Source: an optimization exercise on an open RTL-to-GDS flow (aim: small area, a short achievable clock period and few clock cycles per item). Production flows keep margins and buffers that such runs may drop. Function was checked by simulation only, so behaviour that the tests miss may differ from the original.

==> inputs of 11-26 <==
## latency_stability_monitor_core
module latency_stability_monitor_core (
    input  logic         clk,
    input  logic         rst_n,
    input  logic         s_axis_tvalid,
    output logic         s_axis_tready,
    input  logic [23:0]  s_axis_tdata,    
    input  logic         s_axis_tuser,    
    output logic         m_axis_tvalid,
    input  logic         m_axis_tready,
    output logic [111:0] m_axis_tdata,
    output logic [1:0]   m_axis_tuser,    
    input  logic         cfg_we,
    input  logic [1:0]   cfg_addr,
    input  logic [16:0]  cfg_wdata
);
export LEC_CHECK = 0
export ABC_AREA = 1
export CAP_MARGIN = 20
export CORE_MARGIN = 2
export CORE_UTILIZATION = 55
export SETUP_SLACK_MARGIN = 2.5
export SLEW_MARGIN = 20
create_clock -name core_clock -period 6.0 [get_ports {clk}]
run.sh (not shown) runs the stock make flow with config.mk's settings and CLKGATE_MAP_FILE= SYNTH_SCRIPT=/design/flow/synth_recipe.tcl, a recipe that flattens the netlist after the stock synthesis.
==> 10-06: changes against 11-26 <==
--- a/flow/design.v
+++ b/flow/design.v
@@ -18,15 +18,15 @@
     input  logic                rst_n,
     input  logic                in_valid,
     output logic                in_take,
     input  logic [15:0]         in_count,
     input  logic [17:0]         in_count3,    
     input  logic [MeanBits-1:0] in_mean,
     input  logic [LatBits-1:0]  in_min,
-    input  logic [63:0]         in_sq,
+    input  logic [63:0]         in_p,         
     input  logic                in_burning,
     input  logic                in_restart,
     output logic                out_valid,
     input  logic                out_take,
     output logic [15:0]         out_count,
     output logic [MeanBits-1:0] out_mean,
     output logic [LatBits-1:0]  out_min,
@@ -41,45 +41,53 @@
     localparam logic [1:0] PK_ZERO = 2'd3;    
     logic                 busy_reg;
     logic                 done_reg;
     logic [5:0]           vs_reg;      
     logic [5:0]           ss_reg;      
     logic [1:0]           pk_reg;      
     logic                 lead_reg;    
-    logic [15:0]          count_reg;
     logic [MeanBits-1:0]  mean_reg;
     logic [LatBits-1:0]   min_reg;
     logic                 burning_reg;
     logic                 restart_reg;
     logic                 skip_reg;
+    logic [63:0]          sq_reg;      
     logic [15:0]          d_reg;       
     logic [17:0]          d3_reg;      
     logic [63:0]          vq_reg;      
     logic [15:0]          vr_reg;      
     logic [40:0]          sr_reg;      
     logic [39:0]          root_reg;
     assign in_take   = in_valid && (!(busy_reg || done_reg) || (done_reg && out_take));
     assign out_valid = done_reg;
-    assign out_count = count_reg;
+    assign out_count = d_reg + 16'd1;
     assign out_mean  = mean_reg;
     assign out_min   = min_reg;
     assign out_sd    = root_reg;
     assign out_skip  = skip_reg || (root_reg >= mean_reg);
     assign out_burning = burning_reg;
     assign out_restart = restart_reg;
+    logic [64:0] acc;
+    logic [63:0] sq_new;
+    always_comb
+    begin
+        acc    = {1'b0, (in_restart ? 64'd0 : sq_reg)} +
+                 {1'b0, (in_burning ? 64'd0 : in_p)};
+        sq_new = acc[64] ? '1 : acc[63:0];
+    end
     logic [63:0] vq_n;
     logic [15:0] vr_n;
     logic        vskip;
     logic        vnz;
     always_comb
     begin
         logic [17:0] t;
         logic [18:0] e1, e2, e3;
-        vskip = lead_reg && (vr_reg == '0) && (vq_reg[63:56] == '0) &&
-                (vs_reg <= 6'd28);
+        vskip = lead_reg && (vr_reg[15:8] == '0) &&
+                ({vr_reg[7:0], vq_reg[63:56]} < d_reg) && (vs_reg <= 6'd28);
         t  = {vr_reg, vq_reg[63:62]};
         e1 = {1'b0, t} - {3'b000, d_reg};
         e2 = {1'b0, t} - {2'b00, d_reg, 1'b0};
         e3 = {1'b0, t} - {1'b0, d3_reg};
         vq_n = {vq_reg[61:0], 2'b00};
         vnz  = 1'b1;
         if (!e3[18])
@@ -125,19 +133,21 @@
         begin
             busy_reg <= 1'b0;
             done_reg <= 1'b0;
             vs_reg   <= '0;
             ss_reg   <= '0;
             pk_reg   <= PK_NONE;
             lead_reg <= 1'b1;
+            sq_reg   <= '0;
         end
         else
         begin
             if (in_take)
             begin
+                sq_reg   <= sq_new;
                 vs_reg   <= '0;
                 ss_reg   <= '0;
                 pk_reg   <= PK_NONE;
                 lead_reg <= 1'b1;
                 if (in_count < 16'd2 || in_mean == '0)
                 begin
                     busy_reg <= 1'b0;
@@ -176,39 +186,44 @@
                 done_reg <= 1'b0;
         end
     end
     always_ff @(posedge clk)
     begin
         if (in_take)
         begin
-            count_reg   <= in_count;
+            vq_reg <= sq_new;
+            vr_reg <= '0;
+        end
+        else if (vskip)
+        begin
+            vq_reg <= {vq_reg[55:0], 8'd0};
+            vr_reg <= {vr_reg[7:0], vq_reg[63:56]};
+        end
+        else
+        begin
+            vq_reg <= vq_n;
+            vr_reg <= vr_n;
+        end
+    end
+    always_ff @(posedge clk)
+    begin
+        if (in_take)
+        begin
             mean_reg    <= in_mean;
             min_reg     <= in_min;
             burning_reg <= in_burning;
             restart_reg <= in_restart;
             skip_reg    <= (in_count < 16'd2 || in_mean == '0);
             d_reg       <= in_count - 16'd1;
             d3_reg      <= in_count3 - 18'd3;
-            vq_reg      <= in_sq;
-            vr_reg      <= '0;
             sr_reg      <= '0;
             root_reg    <= '0;
         end
         else if (busy_reg)
         begin
-            if (vs_reg != 6'd32)
-            begin
-                if (vskip)
-                    vq_reg <= {vq_reg[55:0], 8'd0};
-                else
-                begin
-                    vq_reg <= vq_n;
-                    vr_reg <= vr_n;
-                end
-            end
             if (pk_reg == PK_STEP || pk_reg == PK_ZERO)
             begin
                 sr_reg   <= sr_n;
                 root_reg <= root_n;
             end
         end
     end
@@ -245,14 +260,15 @@
     logic [LatBits-1:0]   min_reg;
     logic                 burning_reg;
     logic                 restart_reg;
     logic [39:0]          rem_reg;
     logic [CvBits-1:0]    cv_reg;
     logic [7:0]           run_reg;
     logic                 settled_reg;
+    logic                 mins_ok_reg;    
     assign in_take = in_valid && (state_reg == C_IDLE);
     assign m_valid = valid_reg;
     assign m_data  = {7'd0, run_reg, cv_reg, min_reg, mean_reg, count_reg};
     assign m_user  = {settled_reg, burning_reg};
     logic [39:0] rem_n;
     logic [15:0] cq_n;
     always_comb
@@ -266,26 +282,36 @@
             t     = {rem_n, 1'b0};
             d     = {1'b0, t} - {2'b00, mean_reg};
             cq_n  = {cq_n[14:0], ~d[41]};
             rem_n = d[41] ? t[39:0] : d[39:0];
         end
     end
     logic [7:0] run_n;
+    logic       settled_n;
     always_comb
     begin
-        run_n = restart_reg ? 8'd0 : run_reg;
-        if (!burning_reg)
+        logic [7:0] run0, run_inc;
+        logic       ok;
+        run0    = restart_reg ? 8'd0 : run_reg;
+        run_inc = (run0 != 8'hFF) ? run0 + 8'd1 : run0;
+        ok      = mins_ok_reg && (cv_reg < cfg_thresh);
+        if (burning_reg)
         begin
-            if (count_reg >= cfg_mins && cv_reg < cfg_thresh)
-            begin
-                if (run_n != 8'hFF)
-                    run_n = run_n + 8'd1;
-            end
-            else
-                run_n = 8'd0;
+            run_n     = run0;
+            settled_n = (run0 >= cfg_stable);
+        end
+        else if (ok)
+        begin
+            run_n     = run_inc;
+            settled_n = (run_inc >= cfg_stable);
+        end
+        else
+        begin
+            run_n     = 8'd0;
+            settled_n = (cfg_stable == 8'd0);
         end
     end
     always_ff @(posedge clk or negedge rst_n)
     begin
         if (!rst_n)
         begin
             state_reg <= C_IDLE;
@@ -326,32 +352,36 @@
                     state_reg <= C_IDLE;
             endcase
         end
     end
     always_ff @(posedge clk)
     begin
         if (in_take)
+            rem_reg <= in_sd;
+        else
+            rem_reg <= rem_n;
+    end
+    always_ff @(posedge clk)
+    begin
+        if (in_take)
         begin
             count_reg   <= in_count;
             mean_reg    <= in_mean;
             min_reg     <= in_min;
             burning_reg <= in_burning;
             restart_reg <= in_restart;
-            rem_reg     <= in_sd;
+            mins_ok_reg <= (in_count >= cfg_mins);
             cv_reg      <= in_skip ? CvOne : '0;
         end
         else
         begin
             if (state_reg == C_CD)
-            begin
-                rem_reg <= rem_n;
                 cv_reg  <= {1'b0, cq_n};
-            end
             if (state_reg == C_FIN)
-                settled_reg <= (run_n >= cfg_stable);
+                settled_reg <= settled_n;
         end
     end
 endmodule
 `timescale 1ns / 1ps
 import lsm_pkg::*;
 module latency_stability_monitor_core (
     input  logic         clk,
@@ -365,24 +395,23 @@
     output logic [111:0] m_axis_tdata,
     output logic [1:0]   m_axis_tuser,    
     input  logic         cfg_we,
     input  logic [1:0]   cfg_addr,
     input  logic [16:0]  cfg_wdata
 );
     typedef enum logic [2:0] {
-        A_IDLE, A_PREP, A_MD, A_MU, A_MUL, A_SQ, A_DONE
+        A_IDLE, A_PREP, A_MD, A_MU, A_MUL, A_DONE
     } astate_t;
     astate_t             state_reg;
     logic                pend_reg;      
     logic [4:0]          cnt_reg;       
     logic [7:0]          burn_reg;
     logic [15:0]         count_reg;
     logic [17:0]         count3_reg;    
     logic [MeanBits-1:0] mean_reg;
-    logic [63:0]         sq_reg;
     logic [LatBits-1:0]  min_reg;
     logic [7:0]          cfg_burn_reg;
     logic [15:0]         cfg_mins_reg;
     logic [7:0]          cfg_stable_reg;
     logic [16:0]         cfg_thresh_reg;
     logic [LatBits-1:0]  lat_reg;
     logic                rst_reg;       
@@ -400,15 +429,15 @@
     logic [LatBits-1:0]  b_min;
     logic [39:0]         b_sd;
     logic                b_skip, b_burning, b_restart;
     lsm_unit u_var (
         .clk(clk), .rst_n(rst_n),
         .in_valid(state_reg == A_DONE), .in_take(hand),
         .in_count(count_reg), .in_count3(count3_reg), .in_mean(mean_reg),
-        .in_min(min_reg), .in_sq(sq_reg), .in_burning(burning_reg),
+        .in_min(min_reg), .in_p({hi_reg, mag_reg[MeanBits-1:FracBits]}), .in_burning(burning_reg),
         .in_restart(restart_reg),
         .out_valid(b_valid), .out_take(hand2),
         .out_count(b_count), .out_mean(b_mean), .out_min(b_min),
         .out_sd(b_sd), .out_skip(b_skip), .out_burning(b_burning),
         .out_restart(b_restart)
     );
     lsm_cvdiv u_cv (
@@ -449,15 +478,16 @@
     logic [MeanBits-1:0] q_n;
     logic [15:0]         r_n;
     logic                mskip;
     always_comb
     begin
         logic [17:0] t;
         logic [18:0] e1, e2, e3;
-        mskip = (r_reg == '0) && (q_reg[MeanBits-1:MeanBits-8] == '0) &&
+        mskip = (r_reg[15:8] == '0) &&
+                ({r_reg[7:0], q_reg[MeanBits-1:MeanBits-8]} < count_reg) &&
                 (cnt_reg <= 5'd16);
         t   = {r_reg, q_reg[MeanBits-1:MeanBits-2]};
         e1  = {1'b0, t} - {3'b000, count_reg};
         e2  = {1'b0, t} - {2'b00, count_reg, 1'b0};
         e3  = {1'b0, t} - {1'b0, count3_reg};
         q_n = {q_reg[MeanBits-3:0], 2'b00};
         if (!e3[18])
@@ -481,28 +511,25 @@
     logic [MeanBits+1:0] psum;
     logic                uskip;
     assign psum  = {2'b00, hi_reg} + q_reg * mag_reg[1:0];
     assign uskip = (mag_reg[7:0] == '0) && (cnt_reg <= 5'd16);
     logic [4:0] cnt_n;
     assign cnt_n = cnt_reg + ((mskip && state_reg == A_MD) ||
                               (uskip && state_reg == A_MUL) ? 5'd4 : 5'd1);
-    logic [64:0] acc;
-    assign acc = {1'b0, sq_reg} + {1'b0, hi_reg, mag_reg[MeanBits-1:FracBits]};
     always_ff @(posedge clk or negedge rst_n)
     begin
         if (!rst_n)
         begin
             state_reg      <= A_IDLE;
             pend_reg       <= 1'b0;
             cnt_reg        <= '0;
             burn_reg       <= '0;
             count_reg      <= '0;
             count3_reg     <= '0;
             mean_reg       <= '0;
-            sq_reg         <= '0;
             min_reg        <= '1;
             burning_reg    <= 1'b0;
             restart_reg    <= 1'b0;
             cfg_burn_reg   <= 8'd5;
             cfg_mins_reg   <= 16'd5;
             cfg_stable_reg <= 8'd5;
             cfg_thresh_reg <= 17'd1966;
@@ -522,16 +549,14 @@
                     pend_reg    <= 1'b0;
                     restart_reg <= rst_reg;
                     count_reg   <= count_e;
                     count3_reg  <= count3_e;
                     mean_reg    <= mean_e;
                     min_reg     <= min_e;
                     cnt_reg     <= '0;
-                    if (rst_reg)
-                        sq_reg <= '0;
                     if (burn_in)
                     begin
                         burn_reg    <= burn_e + 8'd1;
                         burning_reg <= 1'b1;
                         state_reg   <= A_DONE;
                     end
                     else
@@ -552,28 +577,24 @@
                 begin
                     cnt_reg <= cnt_n;
                     if (cnt_n == 5'd20)
                         state_reg <= A_MU;
                 end
                 A_MU:
                 begin
-                    mean_reg  <= up_reg ? mean_reg + q_reg : mean_reg - q_reg;
+                    mean_reg  <= mean_reg + (q_reg ^ {MeanBits{!up_reg}}) +
+                                 {{(MeanBits-1){1'b0}}, !up_reg};
                     cnt_reg   <= '0;
                     state_reg <= A_MUL;
                 end
                 A_MUL:
                 begin
                     cnt_reg <= cnt_n;
                     if (cnt_n == 5'd20)
-                        state_reg <= A_SQ;
-                end
-                A_SQ:
-                begin
-                    sq_reg    <= acc[64] ? '1 : acc[63:0];
-                    state_reg <= A_DONE;
+                        state_reg <= A_DONE;
                 end
                 A_DONE:
                 begin
                     if (hand)
                         state_reg <= pend_reg ? A_PREP : A_IDLE;
                 end
                 default:
@@ -589,35 +610,44 @@
                     default:    cfg_burn_reg   <= cfg_burn_reg;
                 endcase
             end
         end
     end
     always_ff @(posedge clk)
     begin
+        if (state_reg == A_PREP)
+            r_reg <= '0;
+        else if (mskip)
+            r_reg <= {r_reg[7:0], q_reg[MeanBits-1:MeanBits-8]};
+        else
+            r_reg <= r_n;
+    end
+    always_ff @(posedge clk)
+    begin
         if (take)
         begin
             lat_reg <= s_axis_tdata;
             rst_reg <= s_axis_tuser;
         end
         unique case (state_reg)
             A_PREP:
             begin
                 up_reg  <= !dxm[MeanBits];
                 mag_reg <= dxm[MeanBits] ? dmx : dxm[MeanBits-1:0];
                 q_reg   <= dxm[MeanBits] ? dmx : dxm[MeanBits-1:0];
-                r_reg   <= '0;
             end
             A_MD:
             begin
                 if (mskip)
+                begin
                     q_reg <= {q_reg[MeanBits-9:0], 8'd0};
+                end
                 else
                 begin
                     q_reg <= q_n;
-                    r_reg <= r_n;
                 end
             end
             A_MU:
             begin
                 q_reg  <= mag_reg - q_reg;    
                 hi_reg <= '0;
             end
- CORE_UTILIZATION: 55 -> 60
- SETUP_SLACK_MARGIN: 2.5 -> 2.7
==> notes.md <==
- Synth async-reset ratio: 0.312
- DR top layer: met5
- Fraction of area in registers: 0.298
- CP most frequent cell: nand2_1
- Tot GR Track Use: 0.400
- Max stage delay cell, worst path: edfxtp_1
- Placer Congestion: 1.07
- Post-DP Area: 71200 µm²
- Seq cells post-synth: 843
- Status: no timing/DRC/antenna violations
- Initial drt markers: 8551
Source of the figures above: 11-26

==> notes.md <==
- Status: no timing/DRC/antenna violations
- Fraction of area in registers: 0.278
- Post-DP Area: 66900 µm²
- Seq cells post-synth: 828
- Initial drt markers: 9320
- Tot GR Track Use: 0.431
- Max stage delay cell, worst path: fa_1
Source of the figures above: 10-06

Testbench counts of 11-26, summed over its fixed seeds: cycles 79,300, items 2,400.
Testbench counts of 10-06, summed over its fixed seeds: cycles 75,397, items 2,400.

-- static timing again, ports no longer ideal --
The results above use ideal ports. As a check the final layouts listed here were re-extracted and re-timed, cells and wires unchanged. Step 1, drivers: a clkbuf_16 drives clk and a buf_2 each remaining input, both assumed. Step 2 moves the port delays by t, midway between the first and last clock arrival at a register: inputs arrive t later, outputs are due t later. That takes back most of the time a late clock gives input paths. a / b / c = ideal ports / drivers / drivers and shift; a / b = the first two.
run | shift t [ns] | setup WS [ns] | worst hold slack (ns) | worst register clock-pin slew, ns | worst slew at a driven data input, ns
11-26 | 0.822 | 2.402 / 2.402 / 2.402 | 0.386 / 0.356 / 0.419 | 0.07 / 0.07 | 0.05
10-06 | 0.772 | 2.280 / 2.280 / 2.280 | 0.413 / 0.413 / 0.413 | 0.07 / 0.07 | 0.05
After both steps every run listed still meets setup and hold.
